This design comes from an exercise in tuning for small area on the open sky130 flow, not from production work.
Function was checked by simulation only, so behaviour that the tests miss may differ from the original.
Power figures rest on the tool's default switching activity, not on a simulated workload.

== run 1 ==
## dac_spi_rx
module dac_spi_rx #(
  parameter int SYNC_STAGES = 2,
  parameter int NBITS       = 24,
  parameter int NCH         = 16
) (
  input  logic        clk,
  input  logic        rst,
  input  logic        spi_sync,
  input  logic        spi_sclk,
  input  logic        spi_data,
  input  logic [3:0]  rd_addr,
  output logic [15:0] rd_data,
  output logic        rx_valid,
  output logic [3:0]  rx_comm,
  output logic [3:0]  rx_addr,
  output logic [15:0] rx_data,
  output logic        frame_err,
  output logic        busy
);
  logic sync_s, sync_rise, sync_fall;
  logic sclk_s, sclk_rise, sclk_fall;
  logic data_s, data_rise, data_fall;
  logic unused_edges;
  spi_in_sync #(.STAGES(SYNC_STAGES), .RST_VAL(1'b1)) u_sync_sync (
    .clk(clk), .rst(rst), .din(spi_sync), .dout(sync_s), .rise(sync_rise), .fall(sync_fall));
  spi_in_sync #(.STAGES(SYNC_STAGES), .RST_VAL(1'b1)) u_sclk_sync (
    .clk(clk), .rst(rst), .din(spi_sclk), .dout(sclk_s), .rise(sclk_rise), .fall(sclk_fall));
  spi_in_sync #(.STAGES(SYNC_STAGES), .RST_VAL(1'b0)) u_data_sync (
    .clk(clk), .rst(rst), .din(spi_data), .dout(data_s), .rise(data_rise), .fall(data_fall));
  assign unused_edges = ^{sync_s, sclk_s, sclk_rise, data_rise, data_fall};
  dac_spi_pkg::rx_state_e                 state_q, state_d;
  logic [dac_spi_pkg::DAC_FRAME_BITS-1:0] sr_q, sr_d;
  logic [4:0]                cnt_q, cnt_d;
  logic                      rx_valid_q, rx_valid_d;
  logic                      frame_err_q, frame_err_d;
  logic [3:0]                rx_comm_q, rx_comm_d;
  logic [3:0]                rx_addr_q, rx_addr_d;
  logic [15:0]               rx_data_q, rx_data_d;
  logic                      good;
  always_comb begin
  ...
==> flow/config.mk <==
export PLATFORM = sky130hd
export DESIGN_NAME = dac_spi_rx
export DESIGN_NICKNAME = dac_spi_rx
export VERILOG_FILES = /design/flow/design.v
export SDC_FILE = /design/flow/constraint.sdc
export NUM_CORES = 4
export LEC_CHECK = 0
export CAP_MARGIN = 20
export CORE_MARGIN = 2
export CORE_UTILIZATION = 40
export CTS_BUF_LIST = sky130_fd_sc_hd__clkbuf_8
export CTS_CLUSTER_DIAMETER = 50
export CTS_CLUSTER_SIZE = 20
export GPL_TIMING_DRIVEN = 0
export SLEW_MARGIN = 20
==> flow/constraint.sdc <==
create_clock -name core_clock -period 5.0 [get_ports {clk}]
set_input_delay 1.0000 -clock core_clock [delete_from_list [all_inputs] [get_ports {clk}]]
set_output_delay 1.0000 -clock core_clock [all_outputs]
set_load 0.01 [all_outputs]
run.sh (not shown) runs the stock make flow with config.mk's settings and CLKGATE_MAP_FILE= SYNTH_SCRIPT=/design/flow/synth_recipe.tcl, a recipe that flattens the netlist after the stock synthesis.
Run 1 went all the way through the flow, and no timing, DRC or antenna check failed.
Modified inputs, run 2 compared to run 1
- a deleted CTS_CLUSTER_DIAMETER that had been 50
- a deleted CTS_BUF_LIST that had been sky130_fd_sc_hd__clkbuf_8
- a deleted CTS_CLUSTER_SIZE that had been 20
- a deleted GPL_TIMING_DRIVEN that had been 0
==> comparison <==
Run 2 -> run 1: sequential area share after synthesis delta 0, exact match. Total number of vias of run 1 is on par with run 2. Delta (run 2 minus run 1): clock skew shrank by 6.4 ps; fraction of layout cells with a size suffix above 1 now larger; final non-filler cell total went up; total power moved up. rd_data[6] as the endpoint of the most critical setup path was reported by run 1, and rd_data[2] by run 2.
> inputs changed (run 2 -> run 3)
- CTS_BUF_LIST now sky130_fd_sc_hd__clkbuf_8, previously not set
- CTS_CLUSTER_DIAMETER now 50, previously not set
- CTS_CLUSTER_SIZE now 20, previously not set
==> comparison <==
- Going from run 2 to run 3, worst hold-check slack shrinks by 5.4 ps.
- For the portion of the layout cell area used by clock cells, run 3 came in 4.4 points lower than run 2 did.
- Run 3 vs run 2: global-route track usage on met3 down in run 3
- Compared with run 2, in run 3 layout-stage area growth over the synthesis result went down by 5.7 points; sum of routed wire length over all layers went down by 2.2%; combinational fraction of design power went up by 1.3 points; final instance area went down by about 4.6%.

========
== P ==
The RTL this note starts from:
==> flow/design.v <==
`timescale 1ns/1ps
package dac_spi_pkg;
  localparam logic [3:0] CMD_WR_IN      = 4'h0;
  localparam logic [3:0] CMD_UPD        = 4'h1;
  localparam logic [3:0] CMD_WR_UPD_ALL = 4'h2;
  localparam logic [3:0] CMD_WR_UPD     = 4'h3;
  localparam int DAC_FRAME_BITS = 24;
  localparam int COMM_MSB       = 23;
  localparam int ADDR_MSB       = 19;
  localparam int DATA_MSB       = 15;
  typedef enum logic [1:0] {
    ST_IDLE  = 2'd0,
    ST_SHIFT = 2'd1,
    ST_DONE  = 2'd2
  } rx_state_e;
endpackage
`timescale 1ns/1ps
module spi_in_sync #(
  parameter int   STAGES  = 2,
  parameter logic RST_VAL = 1'b0
) (
  input  logic clk,
  input  logic rst,
  input  logic din,
  output logic dout,
  output logic rise,
  output logic fall
);
  logic [STAGES-1:0] sync_q, sync_d;
  logic              prev_q, prev_d;
  always_comb begin
    sync_d = {sync_q[STAGES-2:0], din};
    prev_d = sync_q[STAGES-1];
  end
  always_ff @(posedge clk or negedge rst) begin
    if (!rst) begin
      sync_q <= {STAGES{RST_VAL}};
      prev_q <= RST_VAL;
    end else begin
      sync_q <= sync_d;
      prev_q <= prev_d;
    end
  end
  assign dout = sync_q[STAGES-1];
  assign rise = dout & ~prev_q;
  assign fall = ~dout & prev_q;
endmodule
`timescale 1ns/1ps
module dac_spi_rx #(
  parameter int SYNC_STAGES = 2,
  parameter int NBITS       = 24,
  parameter int NCH         = 16
) (
  input  logic        clk,
  input  logic        rst,
  input  logic        spi_sync,
  input  logic        spi_sclk,
  input  logic        spi_data,
  input  logic [3:0]  rd_addr,
  output logic [15:0] rd_data,
  output logic        rx_valid,
  output logic [3:0]  rx_comm,
  output logic [3:0]  rx_addr,
  output logic [15:0] rx_data,
  output logic        frame_err,
  output logic        busy
);
  logic sync_s, sync_rise, sync_fall;
  logic sclk_s, sclk_rise, sclk_fall;
  logic data_s, data_rise, data_fall;
  logic unused_edges;
  spi_in_sync #(.STAGES(SYNC_STAGES), .RST_VAL(1'b1)) u_sync_sync (
    .clk(clk), .rst(rst), .din(spi_sync), .dout(sync_s), .rise(sync_rise), .fall(sync_fall));
  spi_in_sync #(.STAGES(SYNC_STAGES), .RST_VAL(1'b1)) u_sclk_sync (
    .clk(clk), .rst(rst), .din(spi_sclk), .dout(sclk_s), .rise(sclk_rise), .fall(sclk_fall));
  spi_in_sync #(.STAGES(SYNC_STAGES), .RST_VAL(1'b0)) u_data_sync (
    .clk(clk), .rst(rst), .din(spi_data), .dout(data_s), .rise(data_rise), .fall(data_fall));
  assign unused_edges = ^{sync_s, sclk_s, sclk_rise, data_rise, data_fall};
  dac_spi_pkg::rx_state_e                 state_q, state_d;
  logic [dac_spi_pkg::DAC_FRAME_BITS-1:0] sr_q, sr_d;
  logic [4:0]                cnt_q, cnt_d;
  logic                      rx_valid_q, rx_valid_d;
  logic                      frame_err_q, frame_err_d;
  logic [3:0]                rx_comm_q, rx_comm_d;
  logic [3:0]                rx_addr_q, rx_addr_d;
  logic [15:0]               rx_data_q, rx_data_d;
  logic                      good;
  always_comb begin
    state_d     = state_q;
    sr_d        = sr_q;
    cnt_d       = cnt_q;
    good        = 1'b0;
    frame_err_d = 1'b0;
    case (state_q)
      dac_spi_pkg::ST_IDLE: begin
        if (sync_fall) begin
          state_d = dac_spi_pkg::ST_SHIFT;
          cnt_d   = '0;
        end
      end
      dac_spi_pkg::ST_SHIFT: begin
        if (sclk_fall) begin
          sr_d = {sr_q[dac_spi_pkg::DAC_FRAME_BITS-2:0], data_s};
          if (cnt_q != 5'd31) cnt_d = cnt_q + 5'd1;
        end
        if (sync_rise) state_d = dac_spi_pkg::ST_DONE;
      end
      dac_spi_pkg::ST_DONE: begin
        state_d = dac_spi_pkg::ST_IDLE;
        if (cnt_q == 5'(NBITS)) good = 1'b1;
        else                    frame_err_d = 1'b1;
      end
      default: state_d = dac_spi_pkg::ST_IDLE;
    endcase
    rx_valid_d = good;
    rx_comm_d  = good ? sr_q[dac_spi_pkg::COMM_MSB -: 4]  : rx_comm_q;
    rx_addr_d  = good ? sr_q[dac_spi_pkg::ADDR_MSB -: 4]  : rx_addr_q;
    rx_data_d  = good ? sr_q[dac_spi_pkg::DATA_MSB -: 16] : rx_data_q;
  end
  always_ff @(posedge clk or negedge rst) begin
    if (!rst) begin
      state_q     <= dac_spi_pkg::ST_IDLE;
      cnt_q       <= '0;
      rx_valid_q  <= 1'b0;
      frame_err_q <= 1'b0;
      rx_comm_q   <= '0;
      rx_addr_q   <= '0;
      rx_data_q   <= '0;
    end else begin
      state_q     <= state_d;
      cnt_q       <= cnt_d;
      rx_valid_q  <= rx_valid_d;
      frame_err_q <= frame_err_d;
      rx_comm_q   <= rx_comm_d;
      rx_addr_q   <= rx_addr_d;
      rx_data_q   <= rx_data_d;
    end
  end
  always_ff @(posedge clk) sr_q <= sr_d;
  logic [NCH-1:0][15:0] in_r, out_r;      
  logic [3:0]           ptr_q;            
  logic                 ready_q;          
  logic                 pend_q;           
  logic                 run_q;            
  logic                 act;              
  logic                 c_wr;             
  logic                 p_hit, p_upd;
  logic [15:0]          in_new, out_new;
  assign c_wr  = (rx_comm_q[1:0] != 2'd1);
  assign act   = pend_q & (run_q | (ptr_q == 4'd0));
  assign p_hit = (ptr_q == rx_addr_q);
  assign p_upd = (rx_comm_q[1:0] == 2'd2) | (rx_comm_q[0] & p_hit);
  assign in_new  = (~ready_q | (act & c_wr & p_hit)) ? rx_data_q : in_r[0];
  assign out_new = (~ready_q | (act & p_upd)) ? in_new : out_r[0];
  always_ff @(posedge clk) begin
    in_r  <= {in_new,  in_r[NCH-1:1]};
    out_r <= {out_new, out_r[NCH-1:1]};
  end
  always_ff @(posedge clk or negedge rst) begin
    if (!rst) begin
      ptr_q   <= '0;
      ready_q <= 1'b0;
      pend_q  <= 1'b0;
      run_q   <= 1'b0;
    end else begin
      ptr_q <= ptr_q + 4'd1;
      if (ptr_q == 4'd15) ready_q <= 1'b1;
      if (good) begin
        pend_q <= (sr_q[dac_spi_pkg::COMM_MSB -: 2] == 2'd0);
      end else if (act) begin
        if (ptr_q == 4'd15) begin
          pend_q <= 1'b0;
          run_q  <= 1'b0;
        end else begin
          run_q  <= 1'b1;
        end
      end
    end
  end
  logic [3:0]  nq;       
  logic [1:0]  r_lo, r_hi;
  logic        r_c2, r_done;
  logic        r_hit, r_upd, r_new, use_rx, use_in;
  logic [3:0][15:0] r_out4, r_in4;
  logic [15:0] r_out, r_in;
  logic [3:0]  h0, h1;   
  assign nq = 4'd0 - ptr_q;
  assign r_lo[0] = rd_addr[0] ? ~nq[0] : nq[0];
  assign r_lo[1] = rd_addr[1] ? ~(rd_addr[0] ? (nq[1] ^ nq[0]) : nq[1])
                              :  (rd_addr[0] ? (nq[1] ^ nq[0]) : nq[1]);
  assign r_c2 = rd_addr[1] ? (nq[1] | (rd_addr[0] & nq[0])) : (nq[1] & rd_addr[0] & nq[0]);
  assign h0 = {2'b00, nq[3:2]};
  assign h1 = {2'b00, nq[3:2] + 2'd1};
  always_comb begin
    logic [1:0] e;
    e = r_c2 ? h1[1:0] : h0[1:0];
    r_hi[0] = rd_addr[2] ? ~e[0] : e[0];
    r_hi[1] = rd_addr[3] ? ~(rd_addr[2] ? (e[1] ^ e[0]) : e[1])
                         :  (rd_addr[2] ? (e[1] ^ e[0]) : e[1]);
  end
  always_comb begin
    logic lt1, lt2;
    lt1    = rd_addr[1] ? (ptr_q[1] & ~rd_addr[0] & ptr_q[0]) : (ptr_q[1] | (~rd_addr[0] & ptr_q[0]));
    lt2    = rd_addr[2] ? (ptr_q[2] & lt1) : (ptr_q[2] | lt1);
    r_done = rd_addr[3] ? (ptr_q[3] & lt2) : (ptr_q[3] | lt2);
  end
  always_comb begin
    for (int g = 0; g < 4; g++) begin
      r_out4[g] = out_r[4*g + r_lo];
      r_in4[g]  = in_r[4*g + r_lo];
    end
  end
  assign r_out = r_out4[r_hi];
  assign r_in  = r_in4[r_hi];
  assign r_hit = (rd_addr == rx_addr_q);
  assign r_upd = (rx_comm_q[1:0] == 2'd2) | (rx_comm_q[0] & r_hit);
  assign r_new = pend_q & ~(run_q & r_done) & r_upd;
  assign use_rx = ~ready_q | (r_new & c_wr & r_hit);
  assign use_in = r_new;
  always_comb begin
    if (use_rx)      rd_data = rx_data_q;
    else if (use_in) rd_data = r_in;
    else             rd_data = r_out;
  end
  assign rx_valid  = rx_valid_q;
  assign frame_err = frame_err_q;
  assign rx_comm   = rx_comm_q;
  assign rx_addr   = rx_addr_q;
  assign rx_data   = rx_data_q;
  assign busy      = (state_q == dac_spi_pkg::ST_SHIFT);
endmodule
Settings: LEC_CHECK=0, CAP_MARGIN=20, CORE_MARGIN=2, CORE_UTILIZATION=70, CTS_BUF_LIST=sky130_fd_sc_hd__clkbuf_16, CTS_CLUSTER_DIAMETER=60, CTS_CLUSTER_SIZE=50, GPL_TIMING_DRIVEN=0, PLACE_DENSITY=0.8, SLEW_MARGIN=20; clock period 5.0 ns.
--- input diff P..Q ---
==> flow/flow/run.sh (new file) <==
#!/bin/bash
# Own layout flow: the standard synthesis and ORFS steps, with three changes:
#  - port buffers use a small buffer cell instead of the default one,
#  - clock tree synthesis inserts no dummy balancing loads,
#  - after global routing, repair_timing recovers area on paths with positive slack.
set -euo pipefail
cd "$(dirname "$0")/.."
bash standard.sh synth > synth.log 2>&1
bash standard.sh \
  "BUFFER_PORTS_ARGS=-buffer_cell sky130_fd_sc_hd__buf_2" \
  "CTS_ARGS=-sink_clustering_enable -repair_clock_nets -sink_clustering_size 16 -sink_clustering_max_diameter 40 -buf_list {sky130_fd_sc_hd__clkbuf_4 sky130_fd_sc_hd__clkbuf_8} -dont_use_dummy_load" \
  "MATCH_CELL_FOOTPRINT=0" \
  finish > layout.log 2>&1
==> flow/standard.sh (new file) <==
#!/bin/bash
# synth_recipe.tcl (not shown) runs the flow's synth.tcl, then flattens the netlist and writes it again
# the make line also repeats each setting of config.mk as NAME=value (left out here)
make -C /OpenROAD-flow-scripts/flow DESIGN_CONFIG=/design/flow/config.mk WORK_HOME=/design/flow/orfs CLKGATE_MAP_FILE= SYNTH_SCRIPT=/design/flow/synth_recipe.tcl "${@:-finish}"
==> flow/config.mk <==
export PLATFORM = sky130hd
export DESIGN_NAME = dac_spi_rx
export DESIGN_NICKNAME = dac_spi_rx
export VERILOG_FILES = /design/flow/design.v
export SDC_FILE = /design/flow/constraint.sdc
export NUM_CORES = 4
export LEC_CHECK = 0
export CAP_MARGIN = 20
export CORE_MARGIN = 2
export CORE_UTILIZATION = 40
export GPL_TIMING_DRIVEN = 0
export SLEW_MARGIN = 20
removed: flow/run.sh
## What came out
Q: no failed stages, no open violations at the end. Of Q and P, the run reporting the lower global routing met2 resource utilization was Q. In the reports for Q and P, the larger reported leakage power belongs to P. [compare] base=P new=Q: number of cells upsized or downsized after cts -71; well-tap cell count now sits higher; net count reported at finish rose about 0.5%; post-route total power down 10%; slack of the critical path up 0.040 ns. Total length of routed met2 wires was lower in the run labelled P. Against P, Q reports a vertical die dimension that is higher.
diff inputs: Q => R
==> flow/run.sh (new file) <==
#!/bin/bash
# synth_recipe.tcl (not shown) runs the flow's synth.tcl, then flattens the netlist and writes it again
# the make line also repeats each setting of config.mk as NAME=value (left out here)
make -C /OpenROAD-flow-scripts/flow DESIGN_CONFIG=/design/flow/config.mk WORK_HOME=/design/flow/orfs CLKGATE_MAP_FILE= SYNTH_SCRIPT=/design/flow/synth_recipe.tcl finish
-- flow/config.mk --
<<< Q, line 8
export CAP_MARGIN = 20
export CORE_MARGIN = 2
export CORE_UTILIZATION = 40
export GPL_TIMING_DRIVEN = 0
export SLEW_MARGIN = 20
>>> R, line 8
export CAP_MARGIN = 20
export CORE_MARGIN = 2
export CORE_UTILIZATION = 70
export CTS_BUF_LIST = sky130_fd_sc_hd__clkbuf_16
export CTS_CLUSTER_DIAMETER = 60
export CTS_CLUSTER_SIZE = 40
export GPL_TIMING_DRIVEN = 0
export PLACE_DENSITY = 0.8
export SLEW_MARGIN = 20
removed: flow/flow/run.sh
removed: flow/standard.sh
--- outcome ---
Q ended up with sky130_fd_sc_hd__clkbuf_2 as its cell type of the slowest stage on the worst timing path; R ended up with sky130_fd_sc_hd__dfrtp_2. From Q to R the numbers moved as follows: wire length dropped 3.9%, number of tapcells now smaller, share of power burned in the clock network higher, die outline area decreased 20000 um2. ptr_q[1] as the origin of the worst setup path was reported by R, and rd_addr[0] by Q.
Input-level comparison between S and R:
==> flow/flow/run.sh (new file) <==
#!/bin/bash
# Own layout flow: the standard synthesis, then the standard ORFS steps with:
#  - port buffers of a plain buffer cell (sky130_fd_sc_hd__buf_1) that the resizer may resize
#    freely (MATCH_CELL_FOOTPRINT=0), instead of a delay-buffer footprint,
#  - clock tree synthesis with small clock buffers and small sink clusters, and no dummy
#    balancing loads.
# Each tool's output goes to synth.log / layout.log in the work folder.
set -euo pipefail
cd "$(dirname "$0")/.."
bash standard.sh synth > synth.log 2>&1
bash standard.sh \
  "BUFFER_PORTS_ARGS=-buffer_cell sky130_fd_sc_hd__buf_1" \
  "CTS_ARGS=-sink_clustering_enable -repair_clock_nets -sink_clustering_size 10 -sink_clustering_max_diameter 30 -buf_list {sky130_fd_sc_hd__clkbuf_4} -dont_use_dummy_load" \
  "MATCH_CELL_FOOTPRINT=0" \
  finish > layout.log 2>&1
==> flow/standard.sh (new file) <==
#!/bin/bash
# synth_recipe.tcl (not shown) runs the flow's synth.tcl, then flattens the netlist and writes it again
# the make line also repeats each setting of config.mk as NAME=value (left out here)
make -C /OpenROAD-flow-scripts/flow DESIGN_CONFIG=/design/flow/config.mk WORK_HOME=/design/flow/orfs CLKGATE_MAP_FILE= SYNTH_SCRIPT=/design/flow/synth_recipe.tcl "${@:-finish}"
==> flow/config.mk <==
export PLATFORM = sky130hd
export DESIGN_NAME = dac_spi_rx
export DESIGN_NICKNAME = dac_spi_rx
export VERILOG_FILES = /design/flow/design.v
export SDC_FILE = /design/flow/constraint.sdc
export NUM_CORES = 4
export LEC_CHECK = 0
export CAP_MARGIN = 20
export CORE_MARGIN = 2
export CORE_UTILIZATION = 60
export GPL_TIMING_DRIVEN = 0
export SLEW_MARGIN = 20
removed: flow/run.sh
### Flow results
Delta (S minus R): wire length moved down, first-pass GRT wire length moved down, reg-to-reg setup timing slack moved up, clock-cell share of area moved down, count of H-tree levels built during CTS moved up.
S -> R: post-synthesis area per instance delta 0, exact match
Die width (S over R): increase, 13 um
Summary: with R as the reference, number of buffers other than clock buffers in the final layout in S moved down by more than 10%.
Density: S sparser than R
For T, these inputs were changed with respect to S:
==> flow/run.sh (new file) <==
#!/bin/bash
# synth_recipe.tcl (not shown) runs the flow's synth.tcl, then flattens the netlist and writes it again
# the make line also repeats each setting of config.mk as NAME=value (left out here)
make -C /OpenROAD-flow-scripts/flow DESIGN_CONFIG=/design/flow/config.mk WORK_HOME=/design/flow/orfs CLKGATE_MAP_FILE= SYNTH_SCRIPT=/design/flow/synth_recipe.tcl finish
-- flow/config.mk --
<<< S, line 8
export CAP_MARGIN = 20
export CORE_MARGIN = 2
export CORE_UTILIZATION = 60
export GPL_TIMING_DRIVEN = 0
export SLEW_MARGIN = 20
>>> T, line 8
export CAP_MARGIN = 20
export CORE_MARGIN = 2
export CORE_UTILIZATION = 40
export CTS_BUF_LIST = sky130_fd_sc_hd__clkbuf_8
export CTS_CLUSTER_DIAMETER = 50
export CTS_CLUSTER_SIZE = 20
export GPL_TIMING_DRIVEN = 0
export SLEW_MARGIN = 20
removed: flow/flow/run.sh
removed: flow/standard.sh
==> comparison <==
- The final layout from T, which completed every stage, passed the timing, DRC and antenna checks at the end of the flow.
- Compared with S, in T met1 routing resource usage after global routing dropped 11 points; global-route wire length before repair higher; via count shows an increase of about 0.36%; static leakage power shows an increase of 5.1%; design area +about 7%.
- For S, the endpoint of the worst setup timing path was rd_data[13], unlike T, where it was rd_data[4].
- Re total of clock buffers placed in the layout: S and T aren't equal, and the lower value belongs to T.
- NOTE: fraction of area in registers in T falls short of that of S
- Worst clock skew on the final layout, S and T: higher on S
- The global-route usage reported for T is smaller than that of S by 8.0 points.
- Sort S and T by part of the cycle the worst path needs, descending, and T comes first.

==> port drivers added, routing unchanged <==
No port has a modelled driver above. Below, the same layouts with a new extraction and two added sets of constraints.
Step 1 assumes that a clkbuf_16 drives the clock port and a buf_2 every other input.
Step 2 times the ports against the registers' clock, not the clock port: input delays grow and output delays shrink by t, the midpoint of the rising clock arrivals with the driver on.
Three values: ideal, step 1, step 2; two values: the first two.
| run | shift t [ns] | setup slack, ns | worst setup path after step 2 | worst data-port slew with drivers (ns) |
|---|---|---|---|---|
| run 1 | 0.682 | 0.064 / 0.038 / 0.038 | input to output | 0.03 |
| run 2 | 0.629 | 0.077 / 0.052 / 0.052 | input to output | 0.04 |
| run 3 | 0.643 | 0.116 / 0.090 / 0.090 | input to output | 0.04 |
| P | 0.587 | 0.087 / 0.045 / 0.061 | input to output | 0.03 |
| Q | 0.655 | 0.127 / 0.105 / 0.105 | input to output | 0.03 |
| R | 0.587 | 0.074 / 0.024 / 0.070 | input to output | 0.03 |
| S | 0.765 | 0.193 / 0.148 / 0.150 | input to output | 0.05 |
| T | 0.661 | 0.108 / 0.088 / 0.088 | input to output | 0.04 |
After both steps setup and hold are still met in every run listed. The setup slack of S, which loses most, moves by -0.045 ns with the drivers and by -0.043 ns with both steps.
